Source: an optimization exercise on an open RTL-to-GDS flow (aim: small area, a short achievable clock period and few clock cycles per item). Production flows keep margins and buffers that such runs may drop. Where RTL was checked, it was by simulation tests only, not by an equivalence proof against the original. Power figures rest on the tool's default switching activity, not on a simulated workload.

==> module target_hi_stage, before the edit <==
module target_hi_stage (
    input  wire  [63:32] in_pc,
    input  wire          inst31,
    input  wire          inc,
    input  wire          dec,
    input  wire          lui,
    output logic [63:32] out_target_hi
);
    logic [63:32] ones, zeros;    
    prefix_and #(.width(32)) u_ones (
        .a   (in_pc),
        .all (ones)
    );
    prefix_and #(.width(32)) u_zeros (
        .a   (~in_pc),
        .all (zeros)
    );
    assign out_target_hi = lui ? {32{inst31}}
                               : in_pc ^ (({32{inc}} & ones) | ({32{dec}} & zeros));
endmodule
clock: 5.5 ns
lec_check: 0
abc_area: 1
cap_margin: 20
core_margin: 2
core_utilization: 65
cts_cluster_diameter: 100
cts_cluster_size: 25
setup_slack_margin: 1.8
slew_margin: 20
standard.sh (not shown) runs the stock make flow with config.mk's settings and CLKGATE_MAP_FILE= SYNTH_SCRIPT=/design/flow/synth_recipe.tcl, a recipe that flattens the netlist after the stock synthesis.
==> flow/flow/run.sh <==
#!/bin/bash
# The standard layout (standard.sh) with four changes:
#  - the port buffers are the smallest buffer cell (buf_1), resized later as
#    timing needs;
#  - full adders are left to ABC instead of being extracted into adder cells;
#  - the upper-half and lower-half target logic are mapped on their own, so
#    that ABC keeps their depth short;
#  - the slow stacked AND/OR cells are kept out of mapping and resizing, on
#    top of the platform's own don't-use list.
# Each tool's full output is in the ORFS logs under orfs/logs; make's own
# output is in standard.log.
PLATFORM_DONT_USE="sky130_fd_sc_hd__probe_p_8 sky130_fd_sc_hd__probec_p_8 sky130_fd_sc_hd__lpflow_bleeder_1 sky130_fd_sc_hd__lpflow_clkbufkapwr_1 sky130_fd_sc_hd__lpflow_clkbufkapwr_16 sky130_fd_sc_hd__lpflow_clkbufkapwr_2 sky130_fd_sc_hd__lpflow_clkbufkapwr_4 sky130_fd_sc_hd__lpflow_clkbufkapwr_8 sky130_fd_sc_hd__lpflow_clkinvkapwr_1 sky130_fd_sc_hd__lpflow_clkinvkapwr_16 sky130_fd_sc_hd__lpflow_clkinvkapwr_2 sky130_fd_sc_hd__lpflow_clkinvkapwr_4 sky130_fd_sc_hd__lpflow_clkinvkapwr_8 sky130_fd_sc_hd__lpflow_decapkapwr_12 sky130_fd_sc_hd__lpflow_decapkapwr_3 sky130_fd_sc_hd__lpflow_decapkapwr_4 sky130_fd_sc_hd__lpflow_decapkapwr_6 sky130_fd_sc_hd__lpflow_decapkapwr_8 sky130_fd_sc_hd__lpflow_inputiso0n_1 sky130_fd_sc_hd__lpflow_inputiso0p_1 sky130_fd_sc_hd__lpflow_inputiso1n_1 sky130_fd_sc_hd__lpflow_inputiso1p_1 sky130_fd_sc_hd__lpflow_inputisolatch_1 sky130_fd_sc_hd__lpflow_isobufsrc_1 sky130_fd_sc_hd__lpflow_isobufsrc_16 sky130_fd_sc_hd__lpflow_isobufsrc_2 sky130_fd_sc_hd__lpflow_isobufsrc_4 sky130_fd_sc_hd__lpflow_isobufsrc_8 sky130_fd_sc_hd__lpflow_isobufsrckapwr_16 sky130_fd_sc_hd__lpflow_lsbuf_lh_hl_isowell_tap_1 sky130_fd_sc_hd__lpflow_lsbuf_lh_hl_isowell_tap_2 sky130_fd_sc_hd__lpflow_lsbuf_lh_hl_isowell_tap_4 sky130_fd_sc_hd__lpflow_lsbuf_lh_isowell_4 sky130_fd_sc_hd__lpflow_lsbuf_lh_isowell_tap_1 sky130_fd_sc_hd__lpflow_lsbuf_lh_isowell_tap_2 sky130_fd_sc_hd__lpflow_lsbuf_lh_isowell_tap_4"
SLOW=""
for c in a2111o a311o a32o a41o and4 and4b and4bb o2111a o311a o32a o41a or3 or3b or4 or4b or4bb maj3; do
  for n in 1 2 4; do SLOW="$SLOW sky130_fd_sc_hd__${c}_$n"; done
done
bash standard.sh BUFFER_PORTS_ARGS="-buffer_cell sky130_fd_sc_hd__buf_1" ADDER_MAP_FILE= \
  DONT_USE_CELLS="$PLATFORM_DONT_USE$SLOW" SYNTH_KEEP_MODULES="target_hi_stage target_calc_stage" finish > standard.log 2>&1
The baseline finished clean.
Testbench counts at the start, summed over its fixed seeds: cycles 9,165, items 8,000.
Change:
--- a/flow/design.v
+++ b/flow/design.v
@@ -215,21 +215,16 @@
     input  wire          inc,
     input  wire          dec,
     input  wire          lui,
     output logic [63:32] out_target_hi
 );
-    logic [63:32] ones, zeros;    
-    prefix_and #(.width(32)) u_ones (
-        .a   (in_pc),
-        .all (ones)
+    logic [63:32] run;    
+    prefix_and #(.width(32)) u_run (
+        .a   (in_pc ^ {32{dec}}),
+        .all (run)
     );
-    prefix_and #(.width(32)) u_zeros (
-        .a   (~in_pc),
-        .all (zeros)
-    );
-    assign out_target_hi = lui ? {32{inst31}}
-                               : in_pc ^ (({32{inc}} & ones) | ({32{dec}} & zeros));
+    assign out_target_hi = lui ? {32{inst31}} : in_pc ^ ({32{inc || dec}} & run);
 endmodule
 module prefix_and #(
     parameter int width = 8
 ) (
     input  wire  [width-1:0] a,
Synthesized area stays flat; critical path depth went up by 3; worst setup slack loses 0.17 ns; synthesized cell count fell slightly; non-clock buffer count came out higher by 9; total power came out higher by a few percent; sequential share of layout area drops by 0.47 points; hold slack gains 0.0035 ns; final area rises slightly; combinational power came out higher by roughly a tenth; core utilization rose by 0.62 points; routed wire length grows by a few percent; clock power came out lower slightly; register-to-register slack got worse by 0.02 ns.
Testbench counts after the change, summed over its fixed seeds: cycles 9,165, items 8,000.

* * *

decode_pipe_top, a different RTL version from the one above (not shown whole).
Size: roughly 230 flip-flops, roughly 300 I/O pins, about 13000 um^2 of cells after synthesis.
==> module target_calc_stage, before the edit <==
module target_calc_stage (
    input  wire  [2:0]  in_cls,
    input  wire  [31:1] in_base,
    input  wire  [31:1] in_addend,
    input  wire  [63:1] in_pc,
    input  wire         inst31,
    output logic [31:1] out_target_lo,
    output logic        out_step,      
    output logic [5:0]  out_len,       
    output logic        out_lui        
);
    logic        use_imm;
    logic [31:1] sum;
    logic [31:2] link;
    logic        sum_carry, link_carry;
    logic        neg;
    logic [63:32] run;    
    assign use_imm = in_cls == taurus_decode_pkg::cls_b || in_cls == taurus_decode_pkg::cls_j
                  || in_cls == taurus_decode_pkg::cls_auipc || in_cls == taurus_decode_pkg::cls_lui;
    prefix_adder #(.width(31)) u_add (
        .a    (in_base),
        .b    (in_addend),
        .sum  (sum),
        .cout (sum_carry)
    );
    assign {link_carry, link} = {1'b0, in_pc[31:2]} + 31'd1;
    assign out_target_lo = use_imm ? sum : {link, in_pc[1]};
    assign neg      = use_imm && inst31;
    assign out_step = use_imm ? sum_carry ^ inst31 : link_carry;
    assign out_lui  = in_cls == taurus_decode_pkg::cls_lui;
    prefix_and #(.width(32)) u_run (
        .a   (in_pc[63:32] ^ {32{neg}}),
        .all (run)
    );
    always_comb begin
        out_len = 6'd32;
        for (int i = 31; i >= 0; i--) begin
            if (!run[32 + i]) out_len = 6'(i);
        end
    end
endmodule
==> module target_hi_stage, before the edit <==
module target_hi_stage (
    input  wire  [63:32] in_pc,
    input  wire          inst31,
    input  wire          step,
    input  wire  [5:0]   len,
    input  wire          lui,
    output logic [63:32] out_target_hi
);
    logic [63:32] flip;
    always_comb begin
        for (int i = 0; i < 32; i++) begin
            flip[32 + i] = step && (6'(i) < len);
        end
    end
    assign out_target_hi = lui ? {32{inst31}} : in_pc ^ flip;
endmodule
==> module decode_pipe_top, before the edit <==
module decode_pipe_top (
    input  wire             clk,
    input  wire             reset,
    input  wire             in_valid,
    output logic            in_ready,
    input  wire [taurus_decode_pkg::xlen-1:0]  in_pc,
    input  wire [31:0]      in_inst,
    output logic            out_valid,
    input  wire             out_ready,
    output logic [taurus_decode_pkg::xlen-1:0] out_pc,
    output taurus_decode_pkg::inst_fmt_e       out_fmt,
    output logic [4:0]      out_rd,
    output logic [taurus_decode_pkg::xlen-1:0] out_imm,
    output logic [taurus_decode_pkg::xlen-1:0] out_target
);
    logic [2:0]  in_cls, s_cls, q_cls;
    logic [63:0] s_pc;
    logic [31:7] s_inst, q_inst;
    logic [31:1] s_tlo, q_tlo;
    logic        s_step, s_lui, q_step, q_lui;
    logic [5:0]  s_len, q_len;
    logic [2:0]  s_op;      
    logic [2:0]  s_sel;
    logic [31:1] s_base, s_addend;
    decode_stage u_decode (
        .in_inst (in_inst),
        .out_cls (in_cls)
    );
    target_sel_stage u_target_sel (
        .op5     (s_op[2]),
        .op3     (s_op[1]),
        .op2     (s_op[0]),
        .out_sel (s_sel)
    );
    target_operand_stage u_operand (
        .in_sel     (s_sel),
        .in_pc      (s_pc[31:1]),
        .inst       (s_inst),
        .out_base   (s_base),
        .out_addend (s_addend)
    );
    target_calc_stage u_target_calc (
        .in_cls        (s_cls),
        .in_base       (s_base),
        .in_addend     (s_addend),
        .in_pc         (s_pc[63:1]),
        .inst31        (s_inst[31]),
        .out_target_lo (s_tlo),
        .out_step      (s_step),
        .out_len       (s_len),
        .out_lui       (s_lui)
    );
    common_bypass_buffer #(
        .width      (taurus_decode_pkg::entry_w),
        .main_width (taurus_decode_pkg::record_w)
    ) u_buffer (
        .clk        (clk),
        .reset      (reset),
        .prev_data  ({in_pc, in_inst[31:7], in_cls, in_inst[5], in_inst[3:2]}),
        .prev_valid (in_valid),
        .prev_ready (in_ready),
        .sel_data   ({s_pc, s_inst, s_cls, s_op}),
        .main_data  ({s_pc, s_inst, s_cls, s_tlo, s_step, s_len, s_lui}),
        .next_data  ({out_pc, q_inst, q_cls, q_tlo, q_step, q_len, q_lui}),
        .next_valid (out_valid),
        .next_ready (out_ready)
    );
    imm_gen_stage u_imm_gen (
        .in_cls  (q_cls),
        .inst    (q_inst),
        .out_fmt (out_fmt),
        .out_rd  (out_rd),
        .out_imm (out_imm)
    );
    target_hi_stage u_target_hi (
        .in_pc         (out_pc[63:32]),
        .inst31        (q_inst[31]),
        .step          (q_step),
        .len           (q_len),
        .lui           (q_lui),
        .out_target_hi (out_target[63:32])
    );
    assign out_target[31:1] = q_tlo;
    assign out_target[0]    = out_pc[0] && !q_lui;
endmodule
clock: 5.5 ns
lec_check: 0
abc_area: 1
cap_margin: 20
core_margin: 2
core_utilization: 65
cts_cluster_diameter: 100
cts_cluster_size: 25
setup_slack_margin: 2.1
slew_margin: 20
Scripts as last shown in full above: flow/flow/run.sh
Change:
--- a/flow/design.v
+++ b/flow/design.v
@@ -30,9 +30,9 @@
     localparam logic [2:0] cls_j     = 3'd5;
     localparam logic [2:0] cls_ill   = 3'd6;
     localparam logic [2:0] cls_auipc = 3'd7;
     localparam int entry_w = xlen + 25 + 3 + 3;
-    localparam int record_w = entry_w - 3 + 31 + 8;
+    localparam int record_w = entry_w - 3 + 31 + 3;
     function automatic integer ceil_log2(input integer n);
         integer r, i;
         begin
             r = 0;
@@ -183,21 +183,19 @@
 module target_calc_stage (
     input  wire  [2:0]  in_cls,
     input  wire  [31:1] in_base,
     input  wire  [31:1] in_addend,
-    input  wire  [63:1] in_pc,
+    input  wire  [31:1] in_pc,
     input  wire         inst31,
     output logic [31:1] out_target_lo,
-    output logic        out_step,      
-    output logic [5:0]  out_len,       
+    output logic        out_inc,       
+    output logic        out_dec,       
     output logic        out_lui        
 );
     logic        use_imm;
     logic [31:1] sum;
     logic [31:2] link;
     logic        sum_carry, link_carry;
-    logic        neg;
-    logic [63:32] run;    
     assign use_imm = in_cls == taurus_decode_pkg::cls_b || in_cls == taurus_decode_pkg::cls_j
                   || in_cls == taurus_decode_pkg::cls_auipc || in_cls == taurus_decode_pkg::cls_lui;
     prefix_adder #(.width(31)) u_add (
         .a    (in_base),
@@ -206,37 +204,26 @@
         .cout (sum_carry)
     );
     assign {link_carry, link} = {1'b0, in_pc[31:2]} + 31'd1;
     assign out_target_lo = use_imm ? sum : {link, in_pc[1]};
-    assign neg      = use_imm && inst31;
-    assign out_step = use_imm ? sum_carry ^ inst31 : link_carry;
-    assign out_lui  = in_cls == taurus_decode_pkg::cls_lui;
-    prefix_and #(.width(32)) u_run (
-        .a   (in_pc[63:32] ^ {32{neg}}),
-        .all (run)
-    );
-    always_comb begin
-        out_len = 6'd32;
-        for (int i = 31; i >= 0; i--) begin
-            if (!run[32 + i]) out_len = 6'(i);
-        end
-    end
+    assign out_inc = use_imm ? sum_carry && !inst31 : link_carry;
+    assign out_dec = use_imm && !sum_carry && inst31;
+    assign out_lui = in_cls == taurus_decode_pkg::cls_lui;
 endmodule
 module target_hi_stage (
     input  wire  [63:32] in_pc,
     input  wire          inst31,
-    input  wire          step,
-    input  wire  [5:0]   len,
+    input  wire          inc,
+    input  wire          dec,
     input  wire          lui,
     output logic [63:32] out_target_hi
 );
-    logic [63:32] flip;
-    always_comb begin
-        for (int i = 0; i < 32; i++) begin
-            flip[32 + i] = step && (6'(i) < len);
-        end
-    end
-    assign out_target_hi = lui ? {32{inst31}} : in_pc ^ flip;
+    logic [63:32] run;    
+    prefix_and #(.width(32)) u_run (
+        .a   (in_pc ^ {32{dec}}),
+        .all (run)
+    );
+    assign out_target_hi = lui ? {32{inst31}} : in_pc ^ ({32{inc || dec}} & run);
 endmodule
 module prefix_and #(
     parameter int width = 8
 ) (
@@ -320,10 +307,9 @@
     logic [2:0]  in_cls, s_cls, q_cls;
     logic [63:0] s_pc;
     logic [31:7] s_inst, q_inst;
     logic [31:1] s_tlo, q_tlo;
-    logic        s_step, s_lui, q_step, q_lui;
-    logic [5:0]  s_len, q_len;
+    logic        s_inc, s_dec, s_lui, q_inc, q_dec, q_lui;
     logic [2:0]  s_op;      
     logic [2:0]  s_sel;
     logic [31:1] s_base, s_addend;
     decode_stage u_decode (
@@ -346,13 +332,13 @@
     target_calc_stage u_target_calc (
         .in_cls        (s_cls),
         .in_base       (s_base),
         .in_addend     (s_addend),
-        .in_pc         (s_pc[63:1]),
+        .in_pc         (s_pc[31:1]),
         .inst31        (s_inst[31]),
         .out_target_lo (s_tlo),
-        .out_step      (s_step),
-        .out_len       (s_len),
+        .out_inc       (s_inc),
+        .out_dec       (s_dec),
         .out_lui       (s_lui)
     );
     common_bypass_buffer #(
         .width      (taurus_decode_pkg::entry_w),
@@ -363,10 +349,10 @@
         .prev_data  ({in_pc, in_inst[31:7], in_cls, in_inst[5], in_inst[3:2]}),
         .prev_valid (in_valid),
         .prev_ready (in_ready),
         .sel_data   ({s_pc, s_inst, s_cls, s_op}),
-        .main_data  ({s_pc, s_inst, s_cls, s_tlo, s_step, s_len, s_lui}),
-        .next_data  ({out_pc, q_inst, q_cls, q_tlo, q_step, q_len, q_lui}),
+        .main_data  ({s_pc, s_inst, s_cls, s_tlo, s_inc, s_dec, s_lui}),
+        .next_data  ({out_pc, q_inst, q_cls, q_tlo, q_inc, q_dec, q_lui}),
         .next_valid (out_valid),
         .next_ready (out_ready)
     );
     imm_gen_stage u_imm_gen (
@@ -378,10 +364,10 @@
     );
     target_hi_stage u_target_hi (
         .in_pc         (out_pc[63:32]),
         .inst31        (q_inst[31]),
-        .step          (q_step),
-        .len           (q_len),
+        .inc           (q_inc),
+        .dec           (q_dec),
         .lui           (q_lui),
         .out_target_hi (out_target[63:32])
     );
     assign out_target[31:1] = q_tlo;
After rerunning: The new run completed without violations. Worst hold slack loses 0.024 ns. Total power falls by 6.4%. Sequential share of layout area rises by 2.2 points. Global-route usage falls by 1.5 points. Design area falls by 8.0%. Die area falls by 0.83%.
Testbench counts after the change, summed over its fixed seeds: cycles 9,165, items 8,000.
Function not checked in the first run of this note: the RTL went through the layout flow alone.

* * *

decode_pipe_top, a different RTL version from the one above (not shown whole).
For scale: about 1800 cells after synthesis, ~230 flip-flops.
==> module imm_sel_stage, before the edit <==
module imm_sel_stage (
    input  wire  [2:0] in_cls,
    output logic [4:0] out_sel
);
    assign out_sel = {in_cls == taurus_decode_pkg::cls_i,
                      in_cls == taurus_decode_pkg::cls_s,
                      in_cls == taurus_decode_pkg::cls_b,
                      in_cls == taurus_decode_pkg::cls_lui || in_cls == taurus_decode_pkg::cls_auipc,
                      in_cls == taurus_decode_pkg::cls_j};
endmodule
==> module imm_gen_stage, before the edit <==
module imm_gen_stage (
    input  wire  [2:0]  in_cls,
    input  wire  [4:0]  in_sel,
    input  wire  [31:7] inst,
    output taurus_decode_pkg::inst_fmt_e out_fmt,
    output logic [4:0]  out_rd,
    output logic [taurus_decode_pkg::xlen-1:0] out_imm
);
    always_comb begin
        case (in_cls)
            taurus_decode_pkg::cls_r:     out_fmt = taurus_decode_pkg::fmt_r;
            taurus_decode_pkg::cls_i:     out_fmt = taurus_decode_pkg::fmt_i;
            taurus_decode_pkg::cls_s:     out_fmt = taurus_decode_pkg::fmt_s;
            taurus_decode_pkg::cls_b:     out_fmt = taurus_decode_pkg::fmt_b;
            taurus_decode_pkg::cls_lui,
            taurus_decode_pkg::cls_auipc: out_fmt = taurus_decode_pkg::fmt_u;
            taurus_decode_pkg::cls_j:     out_fmt = taurus_decode_pkg::fmt_j;
            default:                      out_fmt = taurus_decode_pkg::fmt_illegal;
        endcase
    end
    assign out_rd = (in_sel[3] || in_sel[2]) ? 5'd0 : inst[11:7];
    assign out_imm = ({64{in_sel[4]}} & {{52{inst[31]}}, inst[31:20]})
                   | ({64{in_sel[3]}} & {{52{inst[31]}}, inst[31:25], inst[11:7]})
                   | ({64{in_sel[2]}} & {{51{inst[31]}}, inst[31], inst[7], inst[30:25], inst[11:8], 1'b0})
                   | ({64{in_sel[1]}} & {{32{inst[31]}}, inst[31:12], 12'd0})
                   | ({64{in_sel[0]}} & {{43{inst[31]}}, inst[31], inst[19:12], inst[20], inst[30:21], 1'b0});
endmodule
==> module decode_pipe_top, before the edit <==
module decode_pipe_top (
    input  wire             clk,
    input  wire             reset,
    input  wire             in_valid,
    output logic            in_ready,
    input  wire [taurus_decode_pkg::xlen-1:0]  in_pc,
    input  wire [31:0]      in_inst,
    output logic            out_valid,
    input  wire             out_ready,
    output logic [taurus_decode_pkg::xlen-1:0] out_pc,
    output taurus_decode_pkg::inst_fmt_e       out_fmt,
    output logic [4:0]      out_rd,
    output logic [taurus_decode_pkg::xlen-1:0] out_imm,
    output logic [taurus_decode_pkg::xlen-1:0] out_target
);
    logic [2:0]  in_cls, s_cls, q_cls;
    logic        in_use_imm, s_use_imm;
    logic [4:0]  s_isel, q_isel;
    logic [63:0] s_pc;
    logic [31:7] s_inst, q_inst;
    logic [31:1] s_tlo, q_tlo;
    logic        s_inc, s_dec, s_lui, q_inc, q_dec, q_lui;
    logic [2:0]  s_op;      
    logic [2:0]  s_sel;
    logic [31:1] s_base, s_addend;
    decode_stage u_decode (
        .in_inst (in_inst),
        .out_cls     (in_cls),
        .out_use_imm (in_use_imm)
    );
    target_sel_stage u_target_sel (
        .op5     (s_op[2]),
        .op3     (s_op[1]),
        .op2     (s_op[0]),
        .out_sel (s_sel)
    );
    target_operand_stage u_operand (
        .in_sel     (s_sel),
        .in_pc      (s_pc[31:1]),
        .inst       (s_inst),
        .out_base   (s_base),
        .out_addend (s_addend)
    );
    target_calc_stage u_target_calc (
        .in_cls        (s_cls),
        .in_use_imm    (s_use_imm),
        .in_base       (s_base),
        .in_addend     (s_addend),
        .in_pc         (s_pc[31:1]),
        .inst31        (s_inst[31]),
        .out_target_lo (s_tlo),
        .out_inc       (s_inc),
        .out_dec       (s_dec),
        .out_lui       (s_lui)
    );
    imm_sel_stage u_imm_sel (
        .in_cls  (s_cls),
        .out_sel (s_isel)
    );
    common_bypass_buffer #(
        .width      (taurus_decode_pkg::entry_w),
        .main_width (taurus_decode_pkg::record_w)
    ) u_buffer (
        .clk        (clk),
        .reset      (reset),
        .prev_data  ({in_pc, in_inst[31:7], in_cls, in_use_imm, in_inst[5], in_inst[3:2]}),
        .prev_valid (in_valid),
        .prev_ready (in_ready),
        .sel_data   ({s_pc, s_inst, s_cls, s_use_imm, s_op}),
        .main_data  ({s_pc, s_inst, s_cls, s_isel, s_tlo, s_inc, s_dec, s_lui}),
        .next_data  ({out_pc, q_inst, q_cls, q_isel, q_tlo, q_inc, q_dec, q_lui}),
        .next_valid (out_valid),
        .next_ready (out_ready)
    );
    imm_gen_stage u_imm_gen (
        .in_cls  (q_cls),
        .in_sel  (q_isel),
        .inst    (q_inst),
        .out_fmt (out_fmt),
        .out_rd  (out_rd),
        .out_imm (out_imm)
    );
    target_hi_stage u_target_hi (
        .in_pc         (out_pc[63:32]),
        .inst31        (q_inst[31]),
        .inc           (q_inc),
        .dec           (q_dec),
        .lui           (q_lui),
        .out_target_hi (out_target[63:32])
    );
    assign out_target[31:1] = q_tlo;
    assign out_target[0]    = out_pc[0] && !q_lui;
endmodule
Settings: LEC_CHECK=0, ABC_AREA=1, CAP_MARGIN=20, CORE_MARGIN=2, CORE_UTILIZATION=65, CTS_CLUSTER_DIAMETER=100, CTS_CLUSTER_SIZE=25, SETUP_SLACK_MARGIN=1.8, SLEW_MARGIN=20; clock period 5.5 ns.
Scripts as last shown in full above: flow/flow/run.sh
The baseline completed without violations.
Edit:
--- a/flow/design.v
+++ b/flow/design.v
@@ -30,9 +30,9 @@
     localparam logic [2:0] cls_j     = 3'd5;
     localparam logic [2:0] cls_ill   = 3'd6;
     localparam logic [2:0] cls_auipc = 3'd7;
     localparam int entry_w = xlen + 25 + 3 + 1 + 3;
-    localparam int record_w = entry_w - 4 + 5 + 31 + 3;
+    localparam int record_w = entry_w - 4 + 31 + 3;
     function automatic integer ceil_log2(input integer n);
         integer r, i;
         begin
             r = 0;
@@ -131,21 +131,10 @@
 endmodule
 `default_nettype wire
 `timescale 1ns/1ps
 `default_nettype none
-module imm_sel_stage (
-    input  wire  [2:0] in_cls,
-    output logic [4:0] out_sel
-);
-    assign out_sel = {in_cls == taurus_decode_pkg::cls_i,
-                      in_cls == taurus_decode_pkg::cls_s,
-                      in_cls == taurus_decode_pkg::cls_b,
-                      in_cls == taurus_decode_pkg::cls_lui || in_cls == taurus_decode_pkg::cls_auipc,
-                      in_cls == taurus_decode_pkg::cls_j};
-endmodule
 module imm_gen_stage (
     input  wire  [2:0]  in_cls,
-    input  wire  [4:0]  in_sel,
     input  wire  [31:7] inst,
     output taurus_decode_pkg::inst_fmt_e out_fmt,
     output logic [4:0]  out_rd,
     output logic [taurus_decode_pkg::xlen-1:0] out_imm
@@ -161,14 +150,23 @@
             taurus_decode_pkg::cls_j:     out_fmt = taurus_decode_pkg::fmt_j;
             default:                      out_fmt = taurus_decode_pkg::fmt_illegal;
         endcase
     end
-    assign out_rd = (in_sel[3] || in_sel[2]) ? 5'd0 : inst[11:7];
-    assign out_imm = ({64{in_sel[4]}} & {{52{inst[31]}}, inst[31:20]})
-                   | ({64{in_sel[3]}} & {{52{inst[31]}}, inst[31:25], inst[11:7]})
-                   | ({64{in_sel[2]}} & {{51{inst[31]}}, inst[31], inst[7], inst[30:25], inst[11:8], 1'b0})
-                   | ({64{in_sel[1]}} & {{32{inst[31]}}, inst[31:12], 12'd0})
-                   | ({64{in_sel[0]}} & {{43{inst[31]}}, inst[31], inst[19:12], inst[20], inst[30:21], 1'b0});
+    assign out_rd = (in_cls == taurus_decode_pkg::cls_s || in_cls == taurus_decode_pkg::cls_b)
+                    ? 5'd0 : inst[11:7];
+    always_comb begin
+        case (in_cls)
+            taurus_decode_pkg::cls_i:   out_imm = {{52{inst[31]}}, inst[31:20]};
+            taurus_decode_pkg::cls_s:   out_imm = {{52{inst[31]}}, inst[31:25], inst[11:7]};
+            taurus_decode_pkg::cls_b:   out_imm = {{51{inst[31]}}, inst[31], inst[7],
+                                                   inst[30:25], inst[11:8], 1'b0};
+            taurus_decode_pkg::cls_lui,
+            taurus_decode_pkg::cls_auipc: out_imm = {{32{inst[31]}}, inst[31:12], 12'd0};
+            taurus_decode_pkg::cls_j:   out_imm = {{43{inst[31]}}, inst[31], inst[19:12],
+                                                   inst[20], inst[30:21], 1'b0};
+            default:                    out_imm = '0;
+        endcase
+    end
 endmodule
 `default_nettype wire
 `timescale 1ns/1ps
 `default_nettype none
@@ -320,9 +318,8 @@
     output logic [taurus_decode_pkg::xlen-1:0] out_target
 );
     logic [2:0]  in_cls, s_cls, q_cls;
     logic        in_use_imm, s_use_imm;
-    logic [4:0]  s_isel, q_isel;
     logic [63:0] s_pc;
     logic [31:7] s_inst, q_inst;
     logic [31:1] s_tlo, q_tlo;
     logic        s_inc, s_dec, s_lui, q_inc, q_dec, q_lui;
@@ -358,12 +355,8 @@
         .out_inc       (s_inc),
         .out_dec       (s_dec),
         .out_lui       (s_lui)
     );
-    imm_sel_stage u_imm_sel (
-        .in_cls  (s_cls),
-        .out_sel (s_isel)
-    );
     common_bypass_buffer #(
         .width      (taurus_decode_pkg::entry_w),
         .main_width (taurus_decode_pkg::record_w)
     ) u_buffer (
@@ -372,16 +365,15 @@
         .prev_data  ({in_pc, in_inst[31:7], in_cls, in_use_imm, in_inst[5], in_inst[3:2]}),
         .prev_valid (in_valid),
         .prev_ready (in_ready),
         .sel_data   ({s_pc, s_inst, s_cls, s_use_imm, s_op}),
-        .main_data  ({s_pc, s_inst, s_cls, s_isel, s_tlo, s_inc, s_dec, s_lui}),
-        .next_data  ({out_pc, q_inst, q_cls, q_isel, q_tlo, q_inc, q_dec, q_lui}),
+        .main_data  ({s_pc, s_inst, s_cls, s_tlo, s_inc, s_dec, s_lui}),
+        .next_data  ({out_pc, q_inst, q_cls, q_tlo, q_inc, q_dec, q_lui}),
         .next_valid (out_valid),
         .next_ready (out_ready)
     );
     imm_gen_stage u_imm_gen (
         .in_cls  (q_cls),
-        .in_sel  (q_isel),
         .inst    (q_inst),
         .out_fmt (out_fmt),
         .out_rd  (out_rd),
         .out_imm (out_imm)
Via count is lower by 2.2%. Register-to-register slack got worse by 60 ps. Cell count goes down by 0.99%. Power falls by 4.3%. Cell area is lower by 2.5%. Clock power came out lower by about 7%. Combinational power drops by 6.4%. Clock-buffer cell count does not change. Wire length came out lower by 5.5%. Worst setup slack is better by 54 ps. Core utilization came out lower by 0.91 points. Global-route usage went down by 1.4 points. Sequential share of layout area barely changes.
No run of this note included a check of the RTL's function; only the layout flow was run.

-- static timing again, ports no longer ideal --
In the flow no input, the clock included, has a driving cell. The finished layouts below were timed again as built, in two steps.
Step 1 assumes that a clkbuf_16 drives the clock port and a buf_2 every other input.
Step 2 times the ports against the registers' clock, not the clock port: input delays grow and output delays shrink by t, the midpoint of the rising clock arrivals with the driver on.
Three values: ideal, step 1, step 2; two values: the first two.
run | t, ns | slack for setup (ns) | worst hold slack (ns) | worst setup path at the end | worst slew at a driven data input, ns
the first run of note 1 | 0.519 | 2.032 / 1.987 / 1.571 | 0.455 / 0.455 / 0.455 | input to register | 0.08
the second run of note 1 | 0.512 | 1.861 / 1.815 / 1.594 | 0.459 / 0.459 / 0.459 | input to register | 0.08
the first run of note 2 | 0.522 | 1.412 / 1.392 / 0.870 | 0.482 / 0.482 / 0.482 | input to register | 0.08
the second run of note 2 | 0.514 | 1.920 / 1.873 / 1.805 | 0.458 / 0.458 / 0.458 | input to register | 0.08
the first run of note 3 | 0.528 | 1.943 / 1.896 / 1.589 | 0.457 / 0.457 / 0.457 | input to register | 0.09
the second run of note 3 | 0.512 | 1.998 / 1.954 / 1.663 | 0.460 / 0.460 / 0.460 | input to register | 0.11
After both steps setup and hold are still met in every run listed. For the first run of note 2, which loses most, drivers alone change the setup slack by -0.020 ns; drivers and shift together by -0.542 ns.
